This is an optimization exercise on Yosys and OpenROAD, whose aim is small area, not a production implementation.
In this exercise RTL edits were held to simulation tests only and were not proved equivalent to the original.

### flow/run.sh
#!/bin/bash
# synth_recipe.tcl (not shown) runs the flow's synth.tcl, then flattens the netlist and writes it again
# the make line also repeats each setting of config.mk as NAME=value (left out here)
make -C /OpenROAD-flow-scripts/flow DESIGN_CONFIG=/design/flow/config.mk WORK_HOME=/design/flow/orfs CLKGATE_MAP_FILE= SYNTH_SCRIPT=/design/flow/synth_recipe.tcl finish
### flow/config.mk
export PLATFORM = sky130hd
export DESIGN_NAME = mm_top
export DESIGN_NICKNAME = mm_top
export VERILOG_FILES = /design/flow/design.v
export SDC_FILE = /design/flow/constraint.sdc
export NUM_CORES = 4
export LEC_CHECK = 0
export ABC_AREA = 1
export CAP_MARGIN = 20
export CORE_MARGIN = 2
export CORE_UTILIZATION = 50
export SLEW_MARGIN = 20
export SYNTH_HIERARCHICAL = 1
export SYNTH_MINIMUM_KEEP_SIZE = 0
### flow/constraint.sdc
create_clock -name core_clock -period 11.0 [get_ports {clk_buf}]
set_input_delay 2.2000 -clock core_clock [delete_from_list [all_inputs] [get_ports {clk_buf}]]
set_output_delay 2.2000 -clock core_clock [all_outputs]
set_load 0.01 [all_outputs]
### flow/design.v
package mm_data_pkg;
    typedef logic signed [8-1:0] mm_elem_t;
    typedef logic signed [32-1:0] mm_acc_t;
    typedef logic [4*8-1:0] mm_row_t;
endpackage
package mm_cmd_pkg;
    typedef enum logic [1:0] {
        OP_NOP    = 2'd0,
        OP_LOAD_A = 2'd1,
        OP_LOAD_B = 2'd2,
        OP_START  = 2'd3
    } mm_opcode_e;
    typedef union packed {
        struct packed {
            logic [(4 * 8)-5:0] rsvd;
            logic [1:0]           row;
            mm_opcode_e           opcode;
        } ctrl;
        logic [(4 * 8)-1:0] elems;
    } mm_cmd_word_u;
endpackage
`timescale 1ns/1ns
module mm_dot4 (
    input  logic [127:0] a_rows,    
    input  logic [127:0] b_rows,    
    input  logic [3:0]   a_ok,      
    input  logic [3:0]   b_ok,
    input  logic [1:0]   ri,        
    input  logic [1:0]   cj,        
    output logic [17:0] y
);
    logic [7:0] a0, a1, a2, a3, b0, b1, b2, b3;
    logic [7:0] a_k [4];
    logic [7:0] b_k [4];
    always_comb begin
        for (int k = 0; k < 4; k++) begin
            a_k[k] = '0;
            b_k[k] = '0;
            for (int i = 0; i < 4; i++) begin
                if (ri == 2'(i) && a_ok[i] && b_ok[k]) a_k[k] = a_rows[i*32 + k*8 +: 8];
                if (cj == 2'(i))                       b_k[k] = b_rows[k*32 + i*8 +: 8];
            end
        end
    end
    assign a0 = a_k[0]; assign a1 = a_k[1]; assign a2 = a_k[2]; assign a3 = a_k[3];
    assign b0 = b_k[0]; assign b1 = b_k[1]; assign b2 = b_k[2]; assign b3 = b_k[3];
    logic p1;
    logic p2;
    logic p3;
    logic p4;
    logic p5;
    logic p6;
    logic p7;
    logic p8;
    logic p9;
    logic p10;
    logic p11;
    logic p12;
    logic p13;
    logic p14;
    logic p15;
    logic p16;
    logic p17;
    logic p18;
    logic p19;
    logic p20;
    logic p21;
    logic p22;
    logic p23;
    logic p24;
    logic p25;
    logic p26;
    logic p27;
    logic p28;
    logic p29;
    logic p30;
    logic p31;
    logic p32;
    logic p33;
    logic p34;
    logic p35;
    logic p36;
    logic p37;
    logic p38;
    logic p39;
    logic p40;
    logic p41;
    logic p42;
    logic p43;
    logic p44;
    logic p45;
    logic p46;
    logic p47;
    logic p48;
    logic p49;
    logic p50;
    logic p51;
    logic p52;
    logic p53;
    logic p54;
    logic p55;
    logic p56;
    logic p57;
    logic p58;
    logic p59;
    logic p60;
    logic p61;
    logic p62;
    logic p63;
    logic p64;
    logic p65;
    logic p66;
    logic p67;
    logic p68;
    logic p69;
    logic p70;
    logic p71;
    logic p72;
    logic p73;
    logic p74;
    logic p75;
    logic p76;
    logic p77;
    logic p78;
    logic p79;
    logic p80;
    logic p81;
    logic p82;
    logic p83;
    logic p84;
    logic p85;
    logic p86;
    logic p87;
    logic p88;
    logic p89;
    logic p90;
    logic p91;
    logic p92;
    logic p93;
    logic p94;
    logic p95;
    logic p96;
    logic p97;
    logic p98;
    logic p99;
    logic p100;
    logic p101;
    logic p102;
    logic p103;
    logic p104;
    logic p105;
    logic p106;
    logic p107;
    logic p108;
    logic p109;
    logic p110;
    logic p111;
    logic p112;
    logic p113;
    logic p114;
    logic p115;
    logic p116;
    logic p117;
    logic p118;
    logic p119;
    logic p120;
    logic p121;
    logic p122;
    logic p123;
    logic p124;
    logic p125;
    logic p126;
    logic p127;
    logic p128;
    logic p129;
    logic p130;
    logic p131;
    logic p132;
    logic p133;
    logic p134;
    logic p135;
    logic p136;
    logic p137;
    logic p138;
    logic p139;
    logic p140;
    logic p141;
    logic p142;
    logic p143;
    logic p144;
    logic p145;
    logic p146;
    logic p147;
    logic p148;
    logic p149;
    logic p150;
    logic p151;
    logic p152;
    logic p153;
    logic p154;
    logic p155;
    logic p156;
    logic p157;
    logic p158;
    logic p159;
    logic p160;
    logic p161;
    logic p162;
    logic p163;
    logic p164;
    logic p165;
    logic p166;
    logic p167;
    logic p168;
    logic p169;
    logic p170;
    logic p171;
    logic p172;
    logic p173;
    logic p174;
    logic p175;
    logic p176;
    logic p177;
    logic p178;
    logic p179;
    logic p180;
    logic p181;
    logic p182;
    logic p183;
    logic p184;
    logic p185;
    logic p186;
    logic p187;
    logic p188;
    logic p189;
    logic p190;
    logic p191;
    logic p192;
    logic p193;
    logic p194;
    logic p195;
    logic p196;
    logic p197;
    logic p198;
    logic p199;
    logic p200;
    logic p201;
    logic p202;
    logic p203;
    logic p204;
    logic p205;
    logic p206;
    logic p207;
    logic p208;
    logic p209;
    logic p210;
    logic p211;
    logic p212;
    logic p213;
    logic p214;
    logic p215;
    logic p216;
    logic p217;
    logic p218;
    logic p219;
    logic p220;
    logic p221;
    logic p222;
    logic p223;
    logic p224;
    logic p225;
    logic p226;
    logic p227;
    logic p228;
    logic p229;
    logic p230;
    logic p231;
    logic p232;
    logic p233;
    logic p234;
    logic p235;
    logic p236;
    logic p237;
    logic p238;
    logic p239;
    logic p240;
    logic p241;
    logic p242;
    logic p243;
    logic p244;
    logic p245;
    logic p246;
    logic p247;
    logic p248;
    logic p249;
    logic p250;
    logic p251;
    logic p252;
    logic p253;
    logic p254;
    logic p255;
    logic p256;
    logic s257;
    logic c258;
    logic s259;
    logic c260;
    logic s261;
    logic c262;
    logic s263;
    logic c264;
    logic s265;
    logic c266;
    logic s267;
    logic c268;
    logic s269;
    logic c270;
    logic s271;
    logic c272;
    logic s273;
    logic c274;
    logic s275;
    logic c276;
    logic s277;
    logic c278;
    logic s279;
    logic c280;
    logic s281;
    logic c282;
    logic s283;
    logic c284;
    logic s285;
    logic c286;
    logic s287;
    logic c288;
    logic s289;
    logic c290;
    logic s291;
    logic c292;
    logic s293;
    logic c294;
    logic s295;
    logic c296;
    logic s297;
    logic c298;
    logic s299;
    logic c300;
    logic s301;
    logic c302;
    logic s303;
    logic c304;
    logic s305;
    logic c306;
    logic s307;
    logic c308;
    logic s309;
    logic c310;
    logic s311;
    logic c312;
    logic s313;
    logic c314;
    logic s315;
    logic c316;
    logic s317;
    logic c318;
    logic s319;
    logic c320;
    logic s321;
    logic c322;
    logic s323;
    logic c324;
    logic s325;
    logic c326;
    logic s327;
    logic c328;
    logic s329;
    logic c330;
    logic s331;
    logic c332;
    logic s333;
    logic c334;
    logic s335;
    logic c336;
    logic s337;
    logic c338;
    logic s339;
    logic c340;
    logic s341;
    logic c342;
    logic s343;
    logic c344;
    logic s345;
    logic c346;
    logic s347;
    logic c348;
    logic s349;
    logic c350;
    logic s351;
    logic c352;
    logic s353;
    logic c354;
    logic s355;
    logic c356;
    logic s357;
    logic c358;
    logic s359;
    logic c360;
    logic s361;
    logic c362;
    logic s363;
    logic c364;
    logic s365;
    logic c366;
    logic s367;
    logic c368;
    logic s369;
    logic c370;
    logic s371;
    logic c372;
    logic s373;
    logic c374;
    logic s375;
    logic c376;
    logic s377;
    logic c378;
    logic s379;
    logic c380;
    logic s381;
    logic c382;
    logic s383;
    logic c384;
    logic s385;
    logic c386;
    logic s387;
    logic c388;
    logic s389;
    logic c390;
    logic s391;
    logic c392;
    logic s393;
    logic c394;
    logic s395;
    logic c396;
    logic s397;
    logic c398;
    logic s399;
    logic c400;
    logic s401;
    logic c402;
    logic s403;
    logic c404;
    logic s405;
    logic c406;
    logic s407;
    logic c408;
    logic s409;
    logic c410;
    logic s411;
    logic c412;
    logic s413;
    logic c414;
    logic s415;
    logic c416;
    logic s417;
    logic c418;
    logic s419;
    logic c420;
    logic s421;
    logic c422;
    logic s423;
    logic c424;
    logic s425;
    logic c426;
    logic s427;
    logic c428;
    logic s429;
    logic c430;
    logic s431;
    logic c432;
    logic s433;
    logic c434;
    logic s435;
    logic c436;
    logic s437;
    logic c438;
    logic s439;
    logic c440;
    logic s441;
    logic c442;
    logic s443;
    logic c444;
    logic s445;
    logic c446;
    logic s447;
    logic c448;
    logic s449;
    logic c450;
    logic s451;
    logic c452;
    logic s453;
    logic c454;
    logic s455;
    logic c456;
    logic s457;
    logic c458;
    logic s459;
    logic c460;
    logic s461;
    logic c462;
    logic s463;
    logic c464;
    logic s465;
    logic c466;
    logic s467;
    logic c468;
    logic s469;
    logic c470;
    logic s471;
    logic c472;
    logic s473;
    logic c474;
    logic s475;
    logic c476;
    logic s477;
    logic c478;
    logic s479;
    logic c480;
    logic s481;
    logic c482;
    logic s483;
    logic c484;
    logic s485;
    logic c486;
    logic s487;
    logic c488;
    logic s489;
    logic c490;
    logic s491;
    logic c492;
    logic s493;
    logic c494;
    logic s495;
    logic c496;
    logic s497;
    logic c498;
    logic s499;
    logic c500;
    logic s501;
    logic c502;
    logic s503;
    logic c504;
    logic s505;
    logic c506;
    logic s507;
    logic c508;
    logic s509;
    logic c510;
    logic s511;
    logic c512;
    logic s513;
    logic c514;
    logic s515;
    logic c516;
    logic s517;
    logic c518;
    logic s519;
    logic c520;
    logic s521;
    logic c522;
    logic s523;
    logic c524;
    logic s525;
    logic c526;
    logic s527;
    logic c528;
    logic s529;
    logic c530;
    logic s531;
    logic c532;
    logic s533;
    logic c534;
    logic s535;
    logic c536;
    logic s537;
    logic c538;
    logic s539;
    logic c540;
    logic s541;
    logic c542;
    logic s543;
    logic c544;
    logic s545;
    logic c546;
    logic s547;
    logic c548;
    logic s549;
    logic c550;
    logic s551;
    logic c552;
    logic s553;
    logic c554;
    logic s555;
    logic c556;
    logic s557;
    logic c558;
    logic s559;
    logic c560;
    logic s561;
    logic c562;
    logic s563;
    logic c564;
    logic s565;
    logic c566;
    logic s567;
    logic c568;
    logic s569;
    logic c570;
    logic s571;
    logic c572;
    logic s573;
    logic c574;
    logic s575;
    logic c576;
    logic s577;
    logic c578;
    logic s579;
    logic c580;
    logic s581;
    logic c582;
    logic s583;
    logic c584;
    logic s585;
    logic c586;
    logic s587;
    logic c588;
    logic s589;
    logic c590;
    logic s591;
    logic c592;
    logic s593;
    logic c594;
    logic s595;
    logic c596;
    logic s597;
    logic c598;
    logic s599;
    logic c600;
    logic s601;
    logic c602;
    logic s603;
    logic c604;
    logic s605;
    logic c606;
    logic s607;
    logic c608;
    logic s609;
    logic c610;
    logic s611;
    logic c612;
    logic s613;
    logic c614;
    logic s615;
    logic c616;
    logic s617;
    logic c618;
    logic s619;
    logic c620;
    logic s621;
    logic c622;
    logic s623;
    logic c624;
    logic s625;
    logic c626;
    logic s627;
    logic c628;
    logic s629;
    logic c630;
    logic s631;
    logic c632;
    logic s633;
    logic c634;
    logic s635;
    logic c636;
    logic s637;
    logic c638;
    logic s639;
    logic c640;
    logic s641;
    logic c642;
    logic s643;
    logic c644;
    logic s645;
    logic c646;
    logic s647;
    logic c648;
    logic s649;
    logic c650;
    logic s651;
    logic c652;
    logic s653;
    logic c654;
    logic s655;
    logic c656;
    logic s657;
    logic c658;
    logic s659;
    logic c660;
    logic s661;
    logic c662;
    logic s663;
    logic c664;
    logic s665;
    logic c666;
    logic s667;
    logic c668;
    logic s669;
    logic c670;
    logic s671;
    logic c672;
    logic s673;
    logic c674;
    logic s675;
    logic c676;
    logic s677;
    logic c678;
    logic s679;
    logic c680;
    logic s681;
    logic c682;
    logic s683;
    logic c684;
    logic s685;
    logic c686;
    logic s687;
    logic c688;
    logic s689;
    logic c690;
    logic s691;
    logic c692;
    logic s693;
    logic c694;
    logic s695;
    logic c696;
    logic s697;
    logic c698;
    logic s699;
    logic c700;
    logic s701;
    logic c702;
    logic s703;
    logic c704;
    logic s705;
    logic c706;
    logic s707;
    logic c708;
    logic s709;
    logic c710;
    logic s711;
    logic c712;
    logic s713;
    logic c714;
    logic s715;
    logic c716;
    logic s717;
    logic c718;
    logic s719;
    logic c720;
    logic s721;
    logic c722;
    logic s723;
    logic c724;
    logic s725;
    logic c726;
    logic s727;
    logic c728;
    logic s729;
    logic c730;
    logic s731;
    logic c732;
    logic s733;
    logic c734;
    logic s735;
    logic c736;
    logic s737;
    logic c738;
    logic s739;
    logic c740;
    logic s741;
    logic c742;
    logic s743;
    logic c744;
    logic s745;
    logic c746;
    logic s747;
    logic c748;
    logic s749;
    logic c750;
    logic s751;
    logic c752;
    assign p1 = (a0[0] & b0[0]);
    assign p2 = (a1[0] & b1[0]);
    assign p3 = (a2[0] & b2[0]);
    assign p4 = (a3[0] & b3[0]);
    assign p5 = (a0[0] & b0[1]);
    assign p6 = (a0[1] & b0[0]);
    assign p7 = (a1[0] & b1[1]);
    assign p8 = (a1[1] & b1[0]);
    assign p9 = (a2[0] & b2[1]);
    assign p10 = (a2[1] & b2[0]);
    assign p11 = (a3[0] & b3[1]);
    assign p12 = (a3[1] & b3[0]);
    assign p13 = (a0[0] & b0[2]);
    assign p14 = (a0[1] & b0[1]);
    assign p15 = (a0[2] & b0[0]);
    assign p16 = (a1[0] & b1[2]);
    assign p17 = (a1[1] & b1[1]);
    assign p18 = (a1[2] & b1[0]);
    assign p19 = (a2[0] & b2[2]);
    assign p20 = (a2[1] & b2[1]);
    assign p21 = (a2[2] & b2[0]);
    assign p22 = (a3[0] & b3[2]);
    assign p23 = (a3[1] & b3[1]);
    assign p24 = (a3[2] & b3[0]);
    assign p25 = (a0[0] & b0[3]);
    assign p26 = (a0[1] & b0[2]);
    assign p27 = (a0[2] & b0[1]);
    assign p28 = (a0[3] & b0[0]);
    assign p29 = (a1[0] & b1[3]);
    assign p30 = (a1[1] & b1[2]);
    assign p31 = (a1[2] & b1[1]);
    assign p32 = (a1[3] & b1[0]);
    assign p33 = (a2[0] & b2[3]);
    assign p34 = (a2[1] & b2[2]);
    assign p35 = (a2[2] & b2[1]);
    assign p36 = (a2[3] & b2[0]);
    assign p37 = (a3[0] & b3[3]);
    assign p38 = (a3[1] & b3[2]);
    assign p39 = (a3[2] & b3[1]);
    assign p40 = (a3[3] & b3[0]);
    assign p41 = (a0[0] & b0[4]);
    assign p42 = (a0[1] & b0[3]);
    assign p43 = (a0[2] & b0[2]);
    assign p44 = (a0[3] & b0[1]);
    assign p45 = (a0[4] & b0[0]);
    assign p46 = (a1[0] & b1[4]);
    assign p47 = (a1[1] & b1[3]);
    assign p48 = (a1[2] & b1[2]);
    assign p49 = (a1[3] & b1[1]);
    assign p50 = (a1[4] & b1[0]);
    assign p51 = (a2[0] & b2[4]);
    assign p52 = (a2[1] & b2[3]);
    assign p53 = (a2[2] & b2[2]);
    assign p54 = (a2[3] & b2[1]);
    assign p55 = (a2[4] & b2[0]);
    assign p56 = (a3[0] & b3[4]);
    assign p57 = (a3[1] & b3[3]);
    assign p58 = (a3[2] & b3[2]);
    assign p59 = (a3[3] & b3[1]);
    assign p60 = (a3[4] & b3[0]);
    assign p61 = (a0[0] & b0[5]);
    assign p62 = (a0[1] & b0[4]);
    assign p63 = (a0[2] & b0[3]);
    assign p64 = (a0[3] & b0[2]);
    assign p65 = (a0[4] & b0[1]);
    assign p66 = (a0[5] & b0[0]);
    assign p67 = (a1[0] & b1[5]);
    assign p68 = (a1[1] & b1[4]);
    assign p69 = (a1[2] & b1[3]);
    assign p70 = (a1[3] & b1[2]);
    assign p71 = (a1[4] & b1[1]);
    assign p72 = (a1[5] & b1[0]);
    assign p73 = (a2[0] & b2[5]);
    assign p74 = (a2[1] & b2[4]);
    assign p75 = (a2[2] & b2[3]);
    assign p76 = (a2[3] & b2[2]);
    assign p77 = (a2[4] & b2[1]);
    assign p78 = (a2[5] & b2[0]);
    assign p79 = (a3[0] & b3[5]);
    assign p80 = (a3[1] & b3[4]);
    assign p81 = (a3[2] & b3[3]);
    assign p82 = (a3[3] & b3[2]);
    assign p83 = (a3[4] & b3[1]);
    assign p84 = (a3[5] & b3[0]);
    assign p85 = (a0[0] & b0[6]);
    assign p86 = (a0[1] & b0[5]);
    assign p87 = (a0[2] & b0[4]);
    assign p88 = (a0[3] & b0[3]);
    assign p89 = (a0[4] & b0[2]);
    assign p90 = (a0[5] & b0[1]);
    assign p91 = (a0[6] & b0[0]);
    assign p92 = (a1[0] & b1[6]);
    assign p93 = (a1[1] & b1[5]);
    assign p94 = (a1[2] & b1[4]);
    assign p95 = (a1[3] & b1[3]);
    assign p96 = (a1[4] & b1[2]);
    assign p97 = (a1[5] & b1[1]);
    assign p98 = (a1[6] & b1[0]);
    assign p99 = (a2[0] & b2[6]);
    assign p100 = (a2[1] & b2[5]);
    assign p101 = (a2[2] & b2[4]);
    assign p102 = (a2[3] & b2[3]);
    assign p103 = (a2[4] & b2[2]);
    assign p104 = (a2[5] & b2[1]);
    assign p105 = (a2[6] & b2[0]);
    assign p106 = (a3[0] & b3[6]);
    assign p107 = (a3[1] & b3[5]);
    assign p108 = (a3[2] & b3[4]);
    assign p109 = (a3[3] & b3[3]);
    assign p110 = (a3[4] & b3[2]);
    assign p111 = (a3[5] & b3[1]);
    assign p112 = (a3[6] & b3[0]);
    assign p113 = (~a0[0] | ~b0[7]);
    assign p114 = (a0[1] & b0[6]);
    assign p115 = (a0[2] & b0[5]);
    assign p116 = (a0[3] & b0[4]);
    assign p117 = (a0[4] & b0[3]);
    assign p118 = (a0[5] & b0[2]);
    assign p119 = (a0[6] & b0[1]);
    assign p120 = (~a0[7] | ~b0[0]);
    assign p121 = (~a1[0] | ~b1[7]);
    assign p122 = (a1[1] & b1[6]);
    assign p123 = (a1[2] & b1[5]);
    assign p124 = (a1[3] & b1[4]);
    assign p125 = (a1[4] & b1[3]);
    assign p126 = (a1[5] & b1[2]);
    assign p127 = (a1[6] & b1[1]);
    assign p128 = (~a1[7] | ~b1[0]);
    assign p129 = (~a2[0] | ~b2[7]);
    assign p130 = (a2[1] & b2[6]);
    assign p131 = (a2[2] & b2[5]);
    assign p132 = (a2[3] & b2[4]);
    assign p133 = (a2[4] & b2[3]);
    assign p134 = (a2[5] & b2[2]);
    assign p135 = (a2[6] & b2[1]);
    assign p136 = (~a2[7] | ~b2[0]);
    assign p137 = (~a3[0] | ~b3[7]);
    assign p138 = (a3[1] & b3[6]);
    assign p139 = (a3[2] & b3[5]);
    assign p140 = (a3[3] & b3[4]);
    assign p141 = (a3[4] & b3[3]);
    assign p142 = (a3[5] & b3[2]);
    assign p143 = (a3[6] & b3[1]);
    assign p144 = (~a3[7] | ~b3[0]);
    assign p145 = (~a0[1] | ~b0[7]);
    assign p146 = (a0[2] & b0[6]);
    assign p147 = (a0[3] & b0[5]);
    assign p148 = (a0[4] & b0[4]);
    assign p149 = (a0[5] & b0[3]);
    assign p150 = (a0[6] & b0[2]);
    assign p151 = (~a0[7] | ~b0[1]);
    assign p152 = (~a1[1] | ~b1[7]);
    assign p153 = (a1[2] & b1[6]);
    assign p154 = (a1[3] & b1[5]);
    assign p155 = (a1[4] & b1[4]);
    assign p156 = (a1[5] & b1[3]);
    assign p157 = (a1[6] & b1[2]);
    assign p158 = (~a1[7] | ~b1[1]);
    assign p159 = (~a2[1] | ~b2[7]);
    assign p160 = (a2[2] & b2[6]);
    assign p161 = (a2[3] & b2[5]);
    assign p162 = (a2[4] & b2[4]);
    assign p163 = (a2[5] & b2[3]);
    assign p164 = (a2[6] & b2[2]);
    assign p165 = (~a2[7] | ~b2[1]);
    assign p166 = (~a3[1] | ~b3[7]);
    assign p167 = (a3[2] & b3[6]);
    assign p168 = (a3[3] & b3[5]);
    assign p169 = (a3[4] & b3[4]);
    assign p170 = (a3[5] & b3[3]);
    assign p171 = (a3[6] & b3[2]);
    assign p172 = (~a3[7] | ~b3[1]);
    assign p173 = (~a0[2] | ~b0[7]);
    assign p174 = (a0[3] & b0[6]);
    assign p175 = (a0[4] & b0[5]);
    assign p176 = (a0[5] & b0[4]);
    assign p177 = (a0[6] & b0[3]);
    assign p178 = (~a0[7] | ~b0[2]);
    assign p179 = (~a1[2] | ~b1[7]);
    assign p180 = (a1[3] & b1[6]);
    assign p181 = (a1[4] & b1[5]);
    assign p182 = (a1[5] & b1[4]);
    assign p183 = (a1[6] & b1[3]);
    assign p184 = (~a1[7] | ~b1[2]);
    assign p185 = (~a2[2] | ~b2[7]);
    assign p186 = (a2[3] & b2[6]);
    assign p187 = (a2[4] & b2[5]);
    assign p188 = (a2[5] & b2[4]);
    assign p189 = (a2[6] & b2[3]);
    assign p190 = (~a2[7] | ~b2[2]);
    assign p191 = (~a3[2] | ~b3[7]);
    assign p192 = (a3[3] & b3[6]);
    assign p193 = (a3[4] & b3[5]);
    assign p194 = (a3[5] & b3[4]);
    assign p195 = (a3[6] & b3[3]);
    assign p196 = (~a3[7] | ~b3[2]);
    assign p197 = (~a0[3] | ~b0[7]);
    assign p198 = (a0[4] & b0[6]);
    assign p199 = (a0[5] & b0[5]);
    assign p200 = (a0[6] & b0[4]);
    assign p201 = (~a0[7] | ~b0[3]);
    assign p202 = (~a1[3] | ~b1[7]);
    assign p203 = (a1[4] & b1[6]);
    assign p204 = (a1[5] & b1[5]);
    assign p205 = (a1[6] & b1[4]);
    assign p206 = (~a1[7] | ~b1[3]);
    assign p207 = (~a2[3] | ~b2[7]);
    assign p208 = (a2[4] & b2[6]);
    assign p209 = (a2[5] & b2[5]);
    assign p210 = (a2[6] & b2[4]);
    assign p211 = (~a2[7] | ~b2[3]);
    assign p212 = (~a3[3] | ~b3[7]);
    assign p213 = (a3[4] & b3[6]);
    assign p214 = (a3[5] & b3[5]);
    assign p215 = (a3[6] & b3[4]);
    assign p216 = (~a3[7] | ~b3[3]);
    assign p217 = (~a0[4] | ~b0[7]);
    assign p218 = (a0[5] & b0[6]);
    assign p219 = (a0[6] & b0[5]);
    assign p220 = (~a0[7] | ~b0[4]);
    assign p221 = (~a1[4] | ~b1[7]);
    assign p222 = (a1[5] & b1[6]);
    assign p223 = (a1[6] & b1[5]);
    assign p224 = (~a1[7] | ~b1[4]);
    assign p225 = (~a2[4] | ~b2[7]);
    assign p226 = (a2[5] & b2[6]);
    assign p227 = (a2[6] & b2[5]);
    assign p228 = (~a2[7] | ~b2[4]);
    assign p229 = (~a3[4] | ~b3[7]);
    assign p230 = (a3[5] & b3[6]);
    assign p231 = (a3[6] & b3[5]);
    assign p232 = (~a3[7] | ~b3[4]);
    assign p233 = (~a0[5] | ~b0[7]);
    assign p234 = (a0[6] & b0[6]);
    assign p235 = (~a0[7] | ~b0[5]);
    assign p236 = (~a1[5] | ~b1[7]);
    assign p237 = (a1[6] & b1[6]);
    assign p238 = (~a1[7] | ~b1[5]);
    assign p239 = (~a2[5] | ~b2[7]);
    assign p240 = (a2[6] & b2[6]);
    assign p241 = (~a2[7] | ~b2[5]);
    assign p242 = (~a3[5] | ~b3[7]);
    assign p243 = (a3[6] & b3[6]);
    assign p244 = (~a3[7] | ~b3[5]);
    assign p245 = (~a0[6] | ~b0[7]);
    assign p246 = (~a0[7] | ~b0[6]);
    assign p247 = (~a1[6] | ~b1[7]);
    assign p248 = (~a1[7] | ~b1[6]);
    assign p249 = (~a2[6] | ~b2[7]);
    assign p250 = (~a2[7] | ~b2[6]);
    assign p251 = (~a3[6] | ~b3[7]);
    assign p252 = (~a3[7] | ~b3[6]);
    assign p253 = (a0[7] & b0[7]);
    assign p254 = (a1[7] & b1[7]);
    assign p255 = (a2[7] & b2[7]);
    assign p256 = (a3[7] & b3[7]);
    mm_fa u_s257 (.a(p1), .b(p2), .c(p3), .s(s257), .co(c258));
    mm_ha u_s259 (.a(p4), .b(s257), .s(s259), .co(c260));
    mm_fa u_s261 (.a(p5), .b(p6), .c(p7), .s(s261), .co(c262));
    mm_fa u_s263 (.a(p8), .b(p9), .c(p10), .s(s263), .co(c264));
    mm_fa u_s265 (.a(p11), .b(p12), .c(c258), .s(s265), .co(c266));
    mm_fa u_s267 (.a(s261), .b(s263), .c(c260), .s(s267), .co(c268));
    mm_ha u_s269 (.a(s265), .b(s267), .s(s269), .co(c270));
    mm_fa u_s271 (.a(p13), .b(p14), .c(p15), .s(s271), .co(c272));
    mm_fa u_s273 (.a(p16), .b(p17), .c(p18), .s(s273), .co(c274));
    mm_fa u_s275 (.a(p19), .b(p20), .c(p21), .s(s275), .co(c276));
    mm_fa u_s277 (.a(p22), .b(p23), .c(p24), .s(s277), .co(c278));
    mm_fa u_s279 (.a(c262), .b(c264), .c(s271), .s(s279), .co(c280));
    mm_fa u_s281 (.a(s273), .b(s275), .c(s277), .s(s281), .co(c282));
    mm_fa u_s283 (.a(c266), .b(s279), .c(s281), .s(s283), .co(c284));
    mm_fa u_s285 (.a(c268), .b(c270), .c(s283), .s(s285), .co(c286));
    mm_fa u_s287 (.a(p25), .b(p26), .c(p27), .s(s287), .co(c288));
    mm_fa u_s289 (.a(p28), .b(p29), .c(p30), .s(s289), .co(c290));
    mm_fa u_s291 (.a(p31), .b(p32), .c(p33), .s(s291), .co(c292));
    mm_fa u_s293 (.a(p34), .b(p35), .c(p36), .s(s293), .co(c294));
    mm_fa u_s295 (.a(p37), .b(p38), .c(p39), .s(s295), .co(c296));
    mm_fa u_s297 (.a(p40), .b(c272), .c(c274), .s(s297), .co(c298));
    mm_fa u_s299 (.a(c276), .b(c278), .c(s287), .s(s299), .co(c300));
    mm_fa u_s301 (.a(s289), .b(s291), .c(s293), .s(s301), .co(c302));
    mm_fa u_s303 (.a(s295), .b(s297), .c(c280), .s(s303), .co(c304));
    mm_fa u_s305 (.a(c282), .b(s299), .c(s301), .s(s305), .co(c306));
    mm_fa u_s307 (.a(c284), .b(s303), .c(s305), .s(s307), .co(c308));
    mm_ha u_s309 (.a(c286), .b(s307), .s(s309), .co(c310));
    mm_fa u_s311 (.a(p41), .b(p42), .c(p43), .s(s311), .co(c312));
    mm_fa u_s313 (.a(p44), .b(p45), .c(p46), .s(s313), .co(c314));
    mm_fa u_s315 (.a(p47), .b(p48), .c(p49), .s(s315), .co(c316));
    mm_fa u_s317 (.a(p50), .b(p51), .c(p52), .s(s317), .co(c318));
    mm_fa u_s319 (.a(p53), .b(p54), .c(p55), .s(s319), .co(c320));
    mm_fa u_s321 (.a(p56), .b(p57), .c(p58), .s(s321), .co(c322));
    mm_fa u_s323 (.a(p59), .b(p60), .c(c288), .s(s323), .co(c324));
    mm_fa u_s325 (.a(c290), .b(c292), .c(c294), .s(s325), .co(c326));
    mm_fa u_s327 (.a(c296), .b(s311), .c(s313), .s(s327), .co(c328));
    mm_fa u_s329 (.a(s315), .b(s317), .c(s319), .s(s329), .co(c330));
    mm_fa u_s331 (.a(s321), .b(c298), .c(s323), .s(s331), .co(c332));
    mm_fa u_s333 (.a(s325), .b(c300), .c(c302), .s(s333), .co(c334));
    mm_fa u_s335 (.a(s327), .b(s329), .c(c304), .s(s335), .co(c336));
    mm_fa u_s337 (.a(c306), .b(s331), .c(s333), .s(s337), .co(c338));
    mm_fa u_s339 (.a(s335), .b(c308), .c(s337), .s(s339), .co(c340));
    mm_ha u_s341 (.a(c310), .b(s339), .s(s341), .co(c342));
    mm_fa u_s343 (.a(p61), .b(p62), .c(p63), .s(s343), .co(c344));
    mm_fa u_s345 (.a(p64), .b(p65), .c(p66), .s(s345), .co(c346));
    mm_fa u_s347 (.a(p67), .b(p68), .c(p69), .s(s347), .co(c348));
    mm_fa u_s349 (.a(p70), .b(p71), .c(p72), .s(s349), .co(c350));
    mm_fa u_s351 (.a(p73), .b(p74), .c(p75), .s(s351), .co(c352));
    mm_fa u_s353 (.a(p76), .b(p77), .c(p78), .s(s353), .co(c354));
    mm_fa u_s355 (.a(p79), .b(p80), .c(p81), .s(s355), .co(c356));
    mm_fa u_s357 (.a(p82), .b(p83), .c(p84), .s(s357), .co(c358));
    mm_fa u_s359 (.a(c312), .b(c314), .c(c316), .s(s359), .co(c360));
    mm_fa u_s361 (.a(c318), .b(c320), .c(c322), .s(s361), .co(c362));
    mm_fa u_s363 (.a(s343), .b(s345), .c(s347), .s(s363), .co(c364));
    mm_fa u_s365 (.a(s349), .b(s351), .c(s353), .s(s365), .co(c366));
    mm_fa u_s367 (.a(s355), .b(s357), .c(c324), .s(s367), .co(c368));
    mm_fa u_s369 (.a(c326), .b(s359), .c(s361), .s(s369), .co(c370));
    mm_fa u_s371 (.a(c328), .b(c330), .c(s363), .s(s371), .co(c372));
    mm_fa u_s373 (.a(s365), .b(c332), .c(s367), .s(s373), .co(c374));
    mm_fa u_s375 (.a(c334), .b(s369), .c(s371), .s(s375), .co(c376));
    mm_fa u_s377 (.a(c336), .b(c338), .c(s373), .s(s377), .co(c378));
    mm_fa u_s379 (.a(s375), .b(c340), .c(s377), .s(s379), .co(c380));
    mm_ha u_s381 (.a(c342), .b(s379), .s(s381), .co(c382));
    mm_fa u_s383 (.a(p85), .b(p86), .c(p87), .s(s383), .co(c384));
    mm_fa u_s385 (.a(p88), .b(p89), .c(p90), .s(s385), .co(c386));
    mm_fa u_s387 (.a(p91), .b(p92), .c(p93), .s(s387), .co(c388));
    mm_fa u_s389 (.a(p94), .b(p95), .c(p96), .s(s389), .co(c390));
    mm_fa u_s391 (.a(p97), .b(p98), .c(p99), .s(s391), .co(c392));
    mm_fa u_s393 (.a(p100), .b(p101), .c(p102), .s(s393), .co(c394));
    mm_fa u_s395 (.a(p103), .b(p104), .c(p105), .s(s395), .co(c396));
    mm_fa u_s397 (.a(p106), .b(p107), .c(p108), .s(s397), .co(c398));
    mm_fa u_s399 (.a(p109), .b(p110), .c(p111), .s(s399), .co(c400));
    mm_fa u_s401 (.a(p112), .b(c344), .c(c346), .s(s401), .co(c402));
    mm_fa u_s403 (.a(c348), .b(c350), .c(c352), .s(s403), .co(c404));
    mm_fa u_s405 (.a(c354), .b(c356), .c(c358), .s(s405), .co(c406));
    mm_fa u_s407 (.a(s383), .b(s385), .c(s387), .s(s407), .co(c408));
    mm_fa u_s409 (.a(s389), .b(s391), .c(s393), .s(s409), .co(c410));
    mm_fa u_s411 (.a(s395), .b(s397), .c(s399), .s(s411), .co(c412));
    mm_fa u_s413 (.a(c360), .b(c362), .c(s401), .s(s413), .co(c414));
    mm_fa u_s415 (.a(s403), .b(s405), .c(c364), .s(s415), .co(c416));
    mm_fa u_s417 (.a(c366), .b(s407), .c(s409), .s(s417), .co(c418));
    mm_fa u_s419 (.a(s411), .b(c368), .c(c370), .s(s419), .co(c420));
    mm_fa u_s421 (.a(c372), .b(s413), .c(s415), .s(s421), .co(c422));
    mm_fa u_s423 (.a(s417), .b(c374), .c(s419), .s(s423), .co(c424));
    mm_fa u_s425 (.a(c376), .b(s421), .c(c378), .s(s425), .co(c426));
    mm_fa u_s427 (.a(s423), .b(c380), .c(s425), .s(s427), .co(c428));
    mm_ha u_s429 (.a(c382), .b(s427), .s(s429), .co(c430));
    mm_fa u_s431 (.a(p113), .b(p114), .c(p115), .s(s431), .co(c432));
    mm_fa u_s433 (.a(p116), .b(p117), .c(p118), .s(s433), .co(c434));
    mm_fa u_s435 (.a(p119), .b(p120), .c(p121), .s(s435), .co(c436));
    mm_fa u_s437 (.a(p122), .b(p123), .c(p124), .s(s437), .co(c438));
    mm_fa u_s439 (.a(p125), .b(p126), .c(p127), .s(s439), .co(c440));
    mm_fa u_s441 (.a(p128), .b(p129), .c(p130), .s(s441), .co(c442));
    mm_fa u_s443 (.a(p131), .b(p132), .c(p133), .s(s443), .co(c444));
    mm_fa u_s445 (.a(p134), .b(p135), .c(p136), .s(s445), .co(c446));
    mm_fa u_s447 (.a(p137), .b(p138), .c(p139), .s(s447), .co(c448));
    mm_fa u_s449 (.a(p140), .b(p141), .c(p142), .s(s449), .co(c450));
    mm_fa u_s451 (.a(p143), .b(p144), .c(c384), .s(s451), .co(c452));
    mm_fa u_s453 (.a(c386), .b(c388), .c(c390), .s(s453), .co(c454));
    mm_fa u_s455 (.a(c392), .b(c394), .c(c396), .s(s455), .co(c456));
    mm_fa u_s457 (.a(c398), .b(c400), .c(s431), .s(s457), .co(c458));
    mm_fa u_s459 (.a(s433), .b(s435), .c(s437), .s(s459), .co(c460));
    mm_fa u_s461 (.a(s439), .b(s441), .c(s443), .s(s461), .co(c462));
    mm_fa u_s463 (.a(s445), .b(s447), .c(s449), .s(s463), .co(c464));
    mm_fa u_s465 (.a(c402), .b(c404), .c(c406), .s(s465), .co(c466));
    mm_fa u_s467 (.a(s451), .b(s453), .c(s455), .s(s467), .co(c468));
    mm_fa u_s469 (.a(c408), .b(c410), .c(c412), .s(s469), .co(c470));
    mm_fa u_s471 (.a(s457), .b(s459), .c(s461), .s(s471), .co(c472));
    mm_fa u_s473 (.a(s463), .b(c414), .c(s465), .s(s473), .co(c474));
    mm_fa u_s475 (.a(c416), .b(c418), .c(s467), .s(s475), .co(c476));
    mm_fa u_s477 (.a(s469), .b(s471), .c(c420), .s(s477), .co(c478));
    mm_fa u_s479 (.a(c422), .b(s473), .c(s475), .s(s479), .co(c480));
    mm_fa u_s481 (.a(c424), .b(s477), .c(s479), .s(s481), .co(c482));
    mm_fa u_s483 (.a(c426), .b(s481), .c(c428), .s(s483), .co(c484));
    mm_ha u_s485 (.a(c430), .b(s483), .s(s485), .co(c486));
    mm_fa u_s487 (.a(p145), .b(p146), .c(p147), .s(s487), .co(c488));
    mm_fa u_s489 (.a(p148), .b(p149), .c(p150), .s(s489), .co(c490));
    mm_fa u_s491 (.a(p151), .b(p152), .c(p153), .s(s491), .co(c492));
    mm_fa u_s493 (.a(p154), .b(p155), .c(p156), .s(s493), .co(c494));
    mm_fa u_s495 (.a(p157), .b(p158), .c(p159), .s(s495), .co(c496));
    mm_fa u_s497 (.a(p160), .b(p161), .c(p162), .s(s497), .co(c498));
    mm_fa u_s499 (.a(p163), .b(p164), .c(p165), .s(s499), .co(c500));
    mm_fa u_s501 (.a(p166), .b(p167), .c(p168), .s(s501), .co(c502));
    mm_fa u_s503 (.a(p169), .b(p170), .c(p171), .s(s503), .co(c504));
    mm_fa u_s505 (.a(p172), .b(c432), .c(c434), .s(s505), .co(c506));
    mm_fa u_s507 (.a(c436), .b(c438), .c(c440), .s(s507), .co(c508));
    mm_fa u_s509 (.a(c442), .b(c444), .c(c446), .s(s509), .co(c510));
    mm_fa u_s511 (.a(c448), .b(c450), .c(s487), .s(s511), .co(c512));
    mm_fa u_s513 (.a(s489), .b(s491), .c(s493), .s(s513), .co(c514));
    mm_fa u_s515 (.a(s495), .b(s497), .c(s499), .s(s515), .co(c516));
    mm_fa u_s517 (.a(s501), .b(s503), .c(c452), .s(s517), .co(c518));
    mm_fa u_s519 (.a(c454), .b(c456), .c(s505), .s(s519), .co(c520));
    mm_fa u_s521 (.a(s507), .b(s509), .c(c458), .s(s521), .co(c522));
    mm_fa u_s523 (.a(c460), .b(c462), .c(c464), .s(s523), .co(c524));
    mm_fa u_s525 (.a(s511), .b(s513), .c(s515), .s(s525), .co(c526));
    mm_fa u_s527 (.a(c466), .b(c468), .c(s517), .s(s527), .co(c528));
    mm_fa u_s529 (.a(c470), .b(c472), .c(s519), .s(s529), .co(c530));
    mm_fa u_s531 (.a(s521), .b(s523), .c(s525), .s(s531), .co(c532));
    mm_fa u_s533 (.a(c474), .b(c476), .c(s527), .s(s533), .co(c534));
    mm_fa u_s535 (.a(s529), .b(s531), .c(c478), .s(s535), .co(c536));
    mm_fa u_s537 (.a(c480), .b(s533), .c(s535), .s(s537), .co(c538));
    mm_fa u_s539 (.a(c482), .b(s537), .c(c484), .s(s539), .co(c540));
    mm_ha u_s541 (.a(c486), .b(s539), .s(s541), .co(c542));
    mm_fa u_s543 (.a(p173), .b(p174), .c(p175), .s(s543), .co(c544));
    mm_fa u_s545 (.a(p176), .b(p177), .c(p178), .s(s545), .co(c546));
    mm_fa u_s547 (.a(p179), .b(p180), .c(p181), .s(s547), .co(c548));
    mm_fa u_s549 (.a(p182), .b(p183), .c(p184), .s(s549), .co(c550));
    mm_fa u_s551 (.a(p185), .b(p186), .c(p187), .s(s551), .co(c552));
    mm_fa u_s553 (.a(p188), .b(p189), .c(p190), .s(s553), .co(c554));
    mm_fa u_s555 (.a(p191), .b(p192), .c(p193), .s(s555), .co(c556));
    mm_fa u_s557 (.a(p194), .b(p195), .c(p196), .s(s557), .co(c558));
    mm_fa u_s559 (.a(c488), .b(c490), .c(c492), .s(s559), .co(c560));
    mm_fa u_s561 (.a(c494), .b(c496), .c(c498), .s(s561), .co(c562));
    mm_fa u_s563 (.a(c500), .b(c502), .c(c504), .s(s563), .co(c564));
    mm_fa u_s565 (.a(s543), .b(s545), .c(s547), .s(s565), .co(c566));
    mm_fa u_s567 (.a(s549), .b(s551), .c(s553), .s(s567), .co(c568));
    mm_fa u_s569 (.a(s555), .b(s557), .c(c506), .s(s569), .co(c570));
    mm_fa u_s571 (.a(c508), .b(c510), .c(s559), .s(s571), .co(c572));
    mm_fa u_s573 (.a(s561), .b(s563), .c(c512), .s(s573), .co(c574));
    mm_fa u_s575 (.a(c514), .b(c516), .c(s565), .s(s575), .co(c576));
    mm_fa u_s577 (.a(s567), .b(c518), .c(c520), .s(s577), .co(c578));
    mm_fa u_s579 (.a(s569), .b(c522), .c(c524), .s(s579), .co(c580));
    mm_fa u_s581 (.a(c526), .b(s571), .c(s573), .s(s581), .co(c582));
    mm_fa u_s583 (.a(s575), .b(c528), .c(s577), .s(s583), .co(c584));
    mm_fa u_s585 (.a(c530), .b(s579), .c(c532), .s(s585), .co(c586));
    mm_fa u_s587 (.a(s581), .b(c534), .c(s583), .s(s587), .co(c588));
    mm_fa u_s589 (.a(s585), .b(c536), .c(s587), .s(s589), .co(c590));
    mm_fa u_s591 (.a(c538), .b(s589), .c(c540), .s(s591), .co(c592));
    mm_ha u_s593 (.a(c542), .b(s591), .s(s593), .co(c594));
    assign s595 = ~(p197 ^ p198);
    assign c596 = p197 | p198;
    mm_fa u_s597 (.a(p199), .b(p200), .c(p201), .s(s597), .co(c598));
    mm_fa u_s599 (.a(p202), .b(p203), .c(p204), .s(s599), .co(c600));
    mm_fa u_s601 (.a(p205), .b(p206), .c(p207), .s(s601), .co(c602));
    mm_fa u_s603 (.a(p208), .b(p209), .c(p210), .s(s603), .co(c604));
    mm_fa u_s605 (.a(p211), .b(p212), .c(p213), .s(s605), .co(c606));
    mm_fa u_s607 (.a(p214), .b(p215), .c(p216), .s(s607), .co(c608));
    mm_fa u_s609 (.a(c544), .b(c546), .c(c548), .s(s609), .co(c610));
    mm_fa u_s611 (.a(c550), .b(c552), .c(c554), .s(s611), .co(c612));
    mm_fa u_s613 (.a(c556), .b(c558), .c(s595), .s(s613), .co(c614));
    mm_fa u_s615 (.a(s597), .b(s599), .c(s601), .s(s615), .co(c616));
    mm_fa u_s617 (.a(s603), .b(s605), .c(s607), .s(s617), .co(c618));
    mm_fa u_s619 (.a(c560), .b(c562), .c(c564), .s(s619), .co(c620));
    mm_fa u_s621 (.a(s609), .b(s611), .c(c566), .s(s621), .co(c622));
    mm_fa u_s623 (.a(c568), .b(s613), .c(s615), .s(s623), .co(c624));
    mm_fa u_s625 (.a(s617), .b(c570), .c(c572), .s(s625), .co(c626));
    mm_fa u_s627 (.a(s619), .b(c574), .c(c576), .s(s627), .co(c628));
    mm_fa u_s629 (.a(s621), .b(s623), .c(c578), .s(s629), .co(c630));
    mm_fa u_s631 (.a(c580), .b(s625), .c(c582), .s(s631), .co(c632));
    mm_fa u_s633 (.a(s627), .b(c584), .c(s629), .s(s633), .co(c634));
    mm_fa u_s635 (.a(c586), .b(s631), .c(c588), .s(s635), .co(c636));
    mm_fa u_s637 (.a(s633), .b(c590), .c(s635), .s(s637), .co(c638));
    mm_fa u_s639 (.a(s637), .b(c592), .c(c594), .s(s639), .co(c640));
    mm_fa u_s641 (.a(p217), .b(p218), .c(p219), .s(s641), .co(c642));
    mm_fa u_s643 (.a(p220), .b(p221), .c(p222), .s(s643), .co(c644));
    mm_fa u_s645 (.a(p223), .b(p224), .c(p225), .s(s645), .co(c646));
    mm_fa u_s647 (.a(p226), .b(p227), .c(p228), .s(s647), .co(c648));
    mm_fa u_s649 (.a(p229), .b(p230), .c(p231), .s(s649), .co(c650));
    mm_fa u_s651 (.a(p232), .b(c596), .c(c598), .s(s651), .co(c652));
    mm_fa u_s653 (.a(c600), .b(c602), .c(c604), .s(s653), .co(c654));
    mm_fa u_s655 (.a(c606), .b(c608), .c(s641), .s(s655), .co(c656));
    mm_fa u_s657 (.a(s643), .b(s645), .c(s647), .s(s657), .co(c658));
    mm_fa u_s659 (.a(s649), .b(c610), .c(c612), .s(s659), .co(c660));
    mm_fa u_s661 (.a(s651), .b(s653), .c(c614), .s(s661), .co(c662));
    mm_fa u_s663 (.a(c616), .b(c618), .c(s655), .s(s663), .co(c664));
    mm_fa u_s665 (.a(s657), .b(c620), .c(s659), .s(s665), .co(c666));
    mm_fa u_s667 (.a(c622), .b(c624), .c(s661), .s(s667), .co(c668));
    mm_fa u_s669 (.a(s663), .b(c626), .c(c628), .s(s669), .co(c670));
    mm_fa u_s671 (.a(s665), .b(s667), .c(c630), .s(s671), .co(c672));
    mm_fa u_s673 (.a(c632), .b(s669), .c(c634), .s(s673), .co(c674));
    mm_fa u_s675 (.a(s671), .b(c636), .c(s673), .s(s675), .co(c676));
    mm_fa u_s677 (.a(c638), .b(s675), .c(c640), .s(s677), .co(c678));
    mm_fa u_s679 (.a(p233), .b(p234), .c(p235), .s(s679), .co(c680));
    mm_fa u_s681 (.a(p236), .b(p237), .c(p238), .s(s681), .co(c682));
    mm_fa u_s683 (.a(p239), .b(p240), .c(p241), .s(s683), .co(c684));
    mm_fa u_s685 (.a(p242), .b(p243), .c(p244), .s(s685), .co(c686));
    mm_fa u_s687 (.a(c642), .b(c644), .c(c646), .s(s687), .co(c688));
    mm_fa u_s689 (.a(c648), .b(c650), .c(s679), .s(s689), .co(c690));
    mm_fa u_s691 (.a(s681), .b(s683), .c(s685), .s(s691), .co(c692));
    mm_fa u_s693 (.a(c652), .b(c654), .c(s687), .s(s693), .co(c694));
    mm_fa u_s695 (.a(c656), .b(c658), .c(s689), .s(s695), .co(c696));
    mm_fa u_s697 (.a(s691), .b(c660), .c(c662), .s(s697), .co(c698));
    mm_fa u_s699 (.a(c664), .b(s693), .c(s695), .s(s699), .co(c700));
    mm_fa u_s701 (.a(c666), .b(c668), .c(s697), .s(s701), .co(c702));
    mm_fa u_s703 (.a(s699), .b(c670), .c(s701), .s(s703), .co(c704));
    mm_fa u_s705 (.a(c672), .b(s703), .c(c674), .s(s705), .co(c706));
    mm_fa u_s707 (.a(c676), .b(s705), .c(c678), .s(s707), .co(c708));
    mm_fa u_s709 (.a(p245), .b(p246), .c(p247), .s(s709), .co(c710));
    mm_fa u_s711 (.a(p248), .b(p249), .c(p250), .s(s711), .co(c712));
    mm_fa u_s713 (.a(p251), .b(p252), .c(c680), .s(s713), .co(c714));
    mm_fa u_s715 (.a(c682), .b(c684), .c(c686), .s(s715), .co(c716));
    mm_fa u_s717 (.a(s709), .b(s711), .c(c688), .s(s717), .co(c718));
    mm_fa u_s719 (.a(s713), .b(s715), .c(c690), .s(s719), .co(c720));
    mm_fa u_s721 (.a(c692), .b(c694), .c(s717), .s(s721), .co(c722));
    mm_fa u_s723 (.a(c696), .b(s719), .c(c698), .s(s723), .co(c724));
    mm_fa u_s725 (.a(s721), .b(c700), .c(c702), .s(s725), .co(c726));
    mm_fa u_s727 (.a(s723), .b(c704), .c(s725), .s(s727), .co(c728));
    mm_fa u_s729 (.a(s727), .b(c706), .c(c708), .s(s729), .co(c730));
    mm_fa u_s731 (.a(p253), .b(p254), .c(p255), .s(s731), .co(c732));
    mm_fa u_s733 (.a(p256), .b(c710), .c(c712), .s(s733), .co(c734));
    mm_fa u_s735 (.a(s731), .b(c714), .c(c716), .s(s735), .co(c736));
    mm_fa u_s737 (.a(s733), .b(c718), .c(s735), .s(s737), .co(c738));
    mm_fa u_s739 (.a(c720), .b(c722), .c(s737), .s(s739), .co(c740));
    mm_fa u_s741 (.a(c724), .b(s739), .c(c726), .s(s741), .co(c742));
    mm_fa u_s743 (.a(c728), .b(s741), .c(c730), .s(s743), .co(c744));
    mm_fa u_s745 (.a(c732), .b(c734), .c(c736), .s(s745), .co(c746));
    mm_fa u_s747 (.a(c738), .b(s745), .c(c740), .s(s747), .co(c748));
    mm_fa u_s749 (.a(s747), .b(c742), .c(c744), .s(s749), .co(c750));
    mm_fa u_s751 (.a(c746), .b(c748), .c(c750), .s(s751), .co(c752));
    assign y[0] = s259;
    assign y[1] = s269;
    assign y[2] = s285;
    assign y[3] = s309;
    assign y[4] = s341;
    assign y[5] = s381;
    assign y[6] = s429;
    assign y[7] = s485;
    assign y[8] = s541;
    assign y[9] = s593;
    assign y[10] = s639;
    assign y[11] = s677;
    assign y[12] = s707;
    assign y[13] = s729;
    assign y[14] = s743;
    assign y[15] = s749;
    assign y[16] = s751;
    assign y[17] = ~(c752);
endmodule
module mm_fa (
    input  logic a, b, c,
    output logic s, co
);
    assign s  = a ^ b ^ c;
    assign co = (a & b) | (a & c) | (b & c);
endmodule
module mm_ha (
    input  logic a, b,
    output logic s, co
);
    assign s  = a ^ b;
    assign co = a & b;
endmodule
`timescale 1ns/1ns
module mm_top (
    input  logic         clk_buf,
    input  logic         sys_reset,
    input  logic         cmd_valid,
    input  logic [(4 * 8)-1:0] cmd_word,
    output logic         cmd_credit,
    output logic         res_valid,
    output mm_data_pkg::mm_acc_t      res_data,
    input  logic         res_credit,
    output logic         busy,
    output logic         done
);
    logic [3:0]  slot0, slot1;
    logic        wr_ptr, rd_ptr;
    logic [1:0]  fill;
    logic        wexp;           
    logic        expect_data;    
    logic [31:0] dreg;
    logic        row_sel_b;
    logic [1:0]  row_idx;
    logic [3:0]  head;
    logic        pop;
    assign head       = rd_ptr ? slot1 : slot0;
    assign pop        = (fill != 2'd0) && !busy;
    assign cmd_credit = pop;
    always_ff @(posedge clk_buf) begin
        if (cmd_valid) begin
            if (wr_ptr) slot1 <= cmd_word[3:0];
            else        slot0 <= cmd_word[3:0];
        end
        if (cmd_valid && wexp) begin
            dreg <= cmd_word;
        end
    end
    always_ff @(posedge clk_buf or posedge sys_reset) begin
        if (sys_reset) begin
            wr_ptr      <= 1'b0;
            rd_ptr      <= 1'b0;
            fill        <= 2'd0;
            wexp        <= 1'b0;
            expect_data <= 1'b0;
            row_sel_b   <= 1'b0;
            row_idx     <= 2'd0;
        end else begin
            if (cmd_valid) begin
                wr_ptr <= ~wr_ptr;
                wexp   <= !wexp && (cmd_word[1:0] == mm_cmd_pkg::OP_LOAD_A ||
                                    cmd_word[1:0] == mm_cmd_pkg::OP_LOAD_B);
            end
            if (pop) begin
                rd_ptr <= ~rd_ptr;
            end
            case ({cmd_valid, pop})
                2'b10:   fill <= fill + 1'b1;
                2'b01:   fill <= fill - 1'b1;
                default: ;
            endcase
            if (pop) begin
                if (expect_data) begin
                    expect_data <= 1'b0;
                end else if (head[1:0] == mm_cmd_pkg::OP_LOAD_A ||
                             head[1:0] == mm_cmd_pkg::OP_LOAD_B) begin
                    expect_data <= 1'b1;
                    row_sel_b   <= head[1];
                    row_idx     <= head[3:2];
                end
            end
        end
    end
    logic [31:0] a_buf [4];
    logic [31:0] b_buf [4];
    logic [3:0]  a_ok, b_ok;
    logic        row_we;
    assign row_we = pop && expect_data;
    always_ff @(posedge clk_buf) begin
        for (int r = 0; r < 4; r++) begin
            if (row_we && !row_sel_b && row_idx == 2'(r)) a_buf[r] <= dreg;
            if (row_we &&  row_sel_b && row_idx == 2'(r)) b_buf[r] <= dreg;
        end
    end
    always_ff @(posedge clk_buf or posedge sys_reset) begin
        if (sys_reset) begin
            a_ok <= 4'd0;
            b_ok <= 4'd0;
        end else begin
            for (int r = 0; r < 4; r++) begin
                if (row_we && !row_sel_b && row_idx == 2'(r)) a_ok[r] <= 1'b1;
                if (row_we &&  row_sel_b && row_idx == 2'(r)) b_ok[r] <= 1'b1;
            end
        end
    end
    logic [3:0] cnt;
    logic       draining;
    logic [2:0] credits;
    logic       send;
    logic       advance;
    logic       drain_done;
    logic       start;
    assign send       = draining && (credits != 3'd0);
    assign drain_done = busy && !draining && res_valid;
    assign advance    = (busy && !draining && !res_valid) || send;
    assign start      = pop && !expect_data && (head[1:0] == mm_cmd_pkg::OP_START);
    always_ff @(posedge clk_buf or posedge sys_reset) begin
        if (sys_reset) begin
            cnt       <= 4'd0;
            busy      <= 1'b0;
            done      <= 1'b0;
            draining  <= 1'b0;
            res_valid <= 1'b0;
            credits   <= 3'(4);
        end else begin
            res_valid <= send;
            if (advance) begin
                cnt <= cnt + 1'b1;
                if (cnt == 4'd15) begin
                    draining <= !draining;
                end
            end
            if (drain_done) begin
                busy <= 1'b0;
                done <= 1'b1;
            end
            if (start) begin
                busy <= 1'b1;
                done <= 1'b0;
            end
            case ({send, res_credit})
                2'b10:   credits <= credits - 1'b1;
                2'b01:   credits <= credits + 1'b1;
                default: ;
            endcase
        end
    end
    logic [17:0] sum;
    mm_dot4 u_dot (
        .a_rows ({a_buf[3], a_buf[2], a_buf[1], a_buf[0]}),
        .b_rows ({b_buf[3], b_buf[2], b_buf[1], b_buf[0]}),
        .a_ok   (a_ok),
        .b_ok   (b_ok),
        .ri     (cnt[3:2]),
        .cj     (cnt[1:0]),
        .y      (sum)
    );
    logic [17:0] res_q;
    always_ff @(posedge clk_buf) begin
        res_q <= sum;
    end
    assign res_data = {{14{res_q[17]}}, res_q};
endmodule
==> results.cfg, run 1 <==
[run_status]
outcome = timing/DRC/antenna clean

[yosys]
synth_cell_types = 39
yosys-top-cells-area = edfxtp_1, fa_1, nor2_1
avgSynthCellArea_sq_um = 12.7
synth.net_count = 1779
syn_area_sq_um = 19000
synth_top_cell_by_area = edfxtp_1
ys_seq_area_share_pct = 52.5
yosysWarnings = 12
synth-seq-cells = 342
syn_inst = 1490
synth_top_area_share_pct = 46.9

[timing]
rsz0062_at_grt = no
min_period_over_period_pct = 90.2
max_slew_margin_pct = 28.5
maxSlewViolCount = 0
worst_slew_pin_slew_ps = 1070
setup_slack_ps = 1080
finalClockSkew_ps = 18.8
hold_viol = 0
fin_crit_ps = 9920
setup_viol = 0
finalSetupTns_ps = 0
clock.fmax_ghz = 0.101

[clocking]
cts_buffer_depth = 3
cts_made_buffers = 37
cts_setup_buffers = 0
cts_sinks = 342
hold_buffers = 0
clock_latency_ps = 560
path_clk_slew_ps = 60
root_buffer = clkbuf_16
cts_tree = done
post_cts_resized = 0
htreeDepth = 2

[cells_and_area]
num-fill-cells = 3091
diodes = 0
layout_commonest_cell = edfxtp_1
final_cell_mix = edfxtp_1, nor2_1, fa_1
multi_input_area_sq_um = 8300
final_area_sq_um = 21400
final_core_util_pct = 57.1
fin_nets = 1860
seq_area_sq_um = 9950
synthToLayoutAreaGrowth_pct = 12.9
drive_above_1_share_pct = 7.32

[placement]
port_buffers = 71
gp_congestion = 0.963
dp_hpwl_um = 38900
postPlaceCellArea_sq_um = 20200
dp_slack_ps = 1070

[detailed_routing]
wl_um = 51000
dr.pass1.iters = 5
drcViolationCount = 0
wire_per_inst_um = 24.2
drtIter0Drc = 1099
antenna_left = 0
via_per_inst = 5.41
dr_total_vias = 11413

[worst_setup_path]
start_kind = register
cp.required_ps = 11430
critPathKind = reg -> reg
timing.rr.start = b_ok[3]
critPathCaptureType = register
crit_arrival_ps = 10340
rr_endpoint = res_q[16]
path_max_fanout = 12
reg2reg_setup_slack_ps = 1080
r2r_cells = 25

[global_route]
grt_pass1_vias = 12080
grt_max_degree = 33
grt_pass1_wl_um = 76300
grt_usage_pct = 27.1
grt_overflow_total = 0
antenna_found_initial = 0

[worst_hold_path]
hold_depth = 1
worstHoldPathType = reg -> reg
min_from = wr_ptr
min_to = wr_ptr

[flow_run]
drv_cap = 0

[floorplan]
rows = 71
start_util_pct = 50.6
die_w_um = 199
dieArea_sq_um = 39500
die_h_um = 199
core_area_sq_um = 37500
io_pins = 72
-- Yosys cell counts, drive strengths merged --
cell type	n
o21bai	3
o21ai	62
a21oi	52
nand2	232
and2	4
nand4	36
edfxtp	296
buf	47
nand3b	1
dfrtp	27
o211ai	1
dfxtp	18
xnor2	5
nor3	3
ha	14
dfstp	1
mux2	1
clkbuf	6
fa	239
xor2	3
nand3	73
or2	5
nor2	257
inv	104
-- logic make-up after synthesis --
family	after synthesis	share of synthesized area [%]
simple gates	611	13.5
flops	342	52.5
fa+ha+maj	253	26.1
buf+inv	157	3.91
compound gates	118	3.52
xor+xnor	8	0.369
mux	1	0.0594
-- per-module statistics from Yosys (local to each module, per instance) --
module | cells inside | flops+latches | times used
mm_fa | 1 | 0 | 238
mm_dot4 | 756 | 0 | 1
mm_top | 487 | 342 | 1
mm_ha | 1 | 0 | 9
-- worst max path at each step --
stage	startpoint	end	slack [ps]	cells past startpoint
final	b_ok[3]	res_q[16]	1080	25
after global placement	b_ok[3]	res_q[16]	1080	24
after detailed placement	b_ok[3]	res_q[16]	1070	25
after floorplan	cnt[0]	res_q[16]	2160	27
after global routing	b_ok[3]	res_q[16]	710	25
after CTS	b_ok[3]	res_q[16]	1060	25
-- area by class of cell --
cell class | count | share of cell area [%]
Sequential cell | 342 | 46.4
Inverter | 104 | 1.83
Tap cell | 511 | 2.98
Clock buffer | 51 | 4.71
Timing Repair Buffer | 95 | 4.22
Clock inverter | 15 | 1.06
Multi-Input combinational cell | 991 | 38.7
-- layer usage --
layer,share of wire [%],GRT usage [%],vias up
met5,0,0,-
met4,2.6,8.13,0
met3,7.3,5.34,99
met2,48,43.9,426
met1,42,37.3,5779
li1,-,-,5109
-- worst max-delay path, stage by stage, from the launching register on --
cell     delay, ps
dfrtp_1        720
inv_1          190
nor2_1         600
inv_1          260
nor2_1         200
nor2_1         110
buf_4          180
nor2_1         140
fa_1           430
fa_1           480
fa_1           420
fa_1           460
fa_1           460
fa_1           430
fa_1           420
fa_1           400
fa_1           440
fa_1           450
ha_1           210
fa_1           390
fa_1           390
fa_1           390
fa_1           390
fa_1           390
fa_1           390
fa_1           430
-- per-stage QoR --
step,hold WS (ps),instances
6_report,489,2109
2_1_floorplan,444,1490
3_3_place_gp,477,2042
5_1_grt,505,2109
3_5_place_dp,482,2042
4_1_cts,489,2108
-- registers in the layout, summed over array words and instances, names as in the netlist --
register     flops
row_idx          2
a_buf          128
res_valid        1
b_ok             4
busy             1
wexp             1
expect_data      1
slot0            4
done             1
credits          3
dreg            32
slot1            4
cnt              4
a_ok             4
res_q           18
fill             2
draining         1
wr_ptr           1
row_sel_b        1
b_buf          128
rd_ptr           1
==> run 2, diff against run 1 <==
--- a/flow/config.mk
+++ b/flow/config.mk
@@ -7,8 +7,9 @@
 export LEC_CHECK = 0
 export ABC_AREA = 1
-export CAP_MARGIN = 20
+export CAP_MARGIN = 10
 export CORE_MARGIN = 2
-export CORE_UTILIZATION = 50
-export SLEW_MARGIN = 20
+export CORE_UTILIZATION = 70
+export CTS_BUF_LIST = sky130_fd_sc_hd__clkbuf_4 sky130_fd_sc_hd__clkbuf_8
+export SLEW_MARGIN = 10
 export SYNTH_HIERARCHICAL = 1
 export SYNTH_MINIMUM_KEEP_SIZE = 0
==> run 2 against run 1 <==
Net effect:
- area after synthesis unchanged
- flip-flop and latch count is the same
- via count grew 6.4%
- critical path depth shrank 1
- register-to-register slack improved by 60 ps
- non-clock buffer count down 10
- count of clock-buffer cells in the layout grew 16
- critical path type unchanged
- largest cell class unchanged
==> results.cfg, run 2 <==
[run_status]
outcome = timing/DRC/antenna clean

[worst_setup_path]
crit_arrival_ps = 10350
critPathCaptureType = register
rr_endpoint = res_q[16]
timing.rr.start = cnt[0]
critPathKind = reg -> reg
crit_path_end = res_q[16]
path_max_fanout = 19
cp.required_ps = 11480
worstSetupStartpoint = cnt[0]
reg2reg_setup_slack_ps = 1140
start_kind = register
r2r_cells = 24

[yosys]
yosysWarnings = 12
yosys-top-cells-area = edfxtp_1, fa_1, nor2_1
synth_ff_type = edfxtp_1
avgSynthCellArea_sq_um = 12.7
synthSimpleGateAreaFrac_pct = 13.5
synth_top_area_share_pct = 46.9
async_flop_share_pct = 8.19
synth.net_count = 1779
ys_seq_area_share_pct = 52.5
synthAdderAreaFrac_pct = 26.1
synth-seq-cells = 342
synth_cell_types = 39
synth_top_cell_by_area = edfxtp_1
syn_area_sq_um = 19000
yosysMostFrequentCell = edfxtp_1
synth_compound_area_share_pct = 3.52
yosys-top-cells-count = edfxtp_1, nor2_1, fa_1, nand2_1, inv_1
synth_xor_area_share_pct = 0.369
syn_inst = 1490
synth_top_family_by_area = adder cells
synth_edf_count = 296
synthMuxAreaShare_pct = 0.0594

[placement]
dp_hpwl_um = 36200
port_buffers = 71
gp_congestion = 0.976
dp_slack_ps = 1210

[detailed_routing]
dr_total_vias = 12139
drtIter0Drc = 1742
antenna_left = 0
wl_um = 49400
drcViolationCount = 0
dr.pass1.iters = 7
wire_per_inst_um = 25.2
via_per_inst = 6.20

[timing]
finalClockSkew_ps = 37.7
setup_viol = 0
maxSlewViolCount = 0
finalSetupTns_ps = 0
worst_slew_pin_slew_ps = 1250
rsz0062_at_grt = no
max_slew_margin_pct = 16.3
min_period_over_period_pct = 89.6
fin_crit_ps = 9860
clock.fmax_ghz = 0.101
hold_viol = 0
setup_slack_ps = 1140

[global_route]
grt_pass1_vias = 12800
grt_overflow_total = 0
antenna_found_initial = 0
grt_usage_pct = 36.7
grt_pass1_wl_um = 75500
grt_max_degree = 34

[cells_and_area]
reg_top3 = a_buf: 128 flops, b_buf: 128 flops, dreg: 32 flops
fin_nets = 1866
diodes = 0
seq_area_sq_um = 9950
synthToLayoutAreaGrowth_pct = 10.4
multi_input_area_sq_um = 8300
final_cell_mix = edfxtp_1, nor2_1, fa_1
layout_commonest_cell = edfxtp_1
drive_above_1_share_pct = 8.41
num-fill-cells = 1625

[clocking]
cts_sinks = 342
cts_tree = done
htreeDepth = 2
path_clk_slew_ps = 60
cts_buffer_depth = 3
root_buffer = clkbuf_8
hold_buffers = 0
post_cts_resized = 0
clock_latency_ps = 630
cts_setup_buffers = 0
cts_made_buffers = 53

[floorplan]
dieArea_sq_um = 28400
die_h_um = 169
rows = 60
start_util_pct = 70.8
die_w_um = 169
core_area_sq_um = 26800
io_pins = 72

[worst_hold_path]
worstHoldPathType = reg -> reg

[flow_run]
drv_cap = 0
## run 2: cell counts after synthesis
No cell type changed its count.
## run 2: cells by family after synthesis
kind of cell | Yosys count
fa+ha+maj | 253
flops | 342
mux | 1
xor+xnor | 8
buf+inv | 157
simple gates | 611
compound gates | 118
## run 2: worst min-delay path by stage
stage,startpoint,end,slack (ps),cells past startpoint
2_1_floorplan,a_ok[3],a_ok[3],440,1
3_3_place_gp,credits[2],credits[2],480,1
3_5_place_dp,done,done,480,2
4_1_cts,done,done,500,2
5_1_grt,credits[2],credits[2],510,1
6_report,done,done,490,2
## run 2: layer usage
layer  global-route usage [%]  up-vias  wire length [um]
met5                        0        -                 0
met4                     13.9        0              1860
met3                     7.62      149              5550
met2                     58.5      829             23500
met1                     51.2     6031             18500
li1                         -     5130                 -
## run 2: Yosys stat by module, one instance, submodules excluded
module,cell area [sq um],cells inside,flops+latches
mm_top,10700,487,342
mm_fa,20.0,1,0
mm_dot4,3360,756,0
mm_ha,12.5,1,0
## run 2: critical path: stages, from the launching register on
cell,delay [ps]
dfrtp_1,690
nor2_2,260
buf_4,280
nand2_1,80
nand3_1,110
nor2_1,690
nor2_1,160
fa_1,460
fa_1,490
fa_1,460
fa_1,460
fa_1,480
fa_1,400
fa_1,470
fa_1,400
fa_1,510
ha_1,310
ha_1,260
fa_1,380
fa_1,400
fa_1,390
fa_1,380
fa_1,380
fa_1,380
fa_1,420
## run 2: layout make-up
class | count | area share [%]
Clock buffer | 67 | 3.98
Clock inverter | 29 | 1.10
Inverter | 104 | 1.88
Multi-Input combinational cell | 991 | 39.6
Sequential cell | 342 | 47.5
Tap cell | 341 | 2.04
Timing Repair Buffer | 85 | 3.89
## run 2: through the flow
| step | utilization, % | cells | instance area, sq um | hold WS, ps |
|---|---|---|---|---|
| floorplan | - | 1490 | 19000 | 444 |
| global placement | 74.2 | 1863 | 19900 | 476 |
| detailed placement | 74.2 | 1863 | 19900 | 478 |
| CTS | 78.2 | 1959 | 20900 | 497 |
| global route | 78.2 | 1959 | 20900 | 509 |
| finish | 78.2 | 1959 | 20900 | 493 |

separate check: timing with driven ports:
Ports are ideal in the flow. The routed layouts listed here were re-timed in OpenROAD. Step 1 sets driving cells, clkbuf_16 on the clock port and buf_2 on the other inputs (assumed; they add their load-dependent delay and slew). Step 2 also shifts input and output timing later by t, the mid clock arrival at the registers, as if the neighbouring blocks saw the same clock. Slacks: ideal / step 1 / step 2; pairs: ideal / step 1.
| run | t, ns | setup WS [ns] | worst hold slack (ns) | worst setup path after step 2 |
|---|---|---|---|---|
| run 1 | 0.611 | 1.081 / 1.081 / 1.081 | 0.489 / 0.489 / 0.489 | register to register |
| run 2 | 0.657 | 1.139 / 1.139 / 1.139 | 0.493 / 0.493 / 0.493 | register to register |
After both steps setup and hold are still met in every run listed.
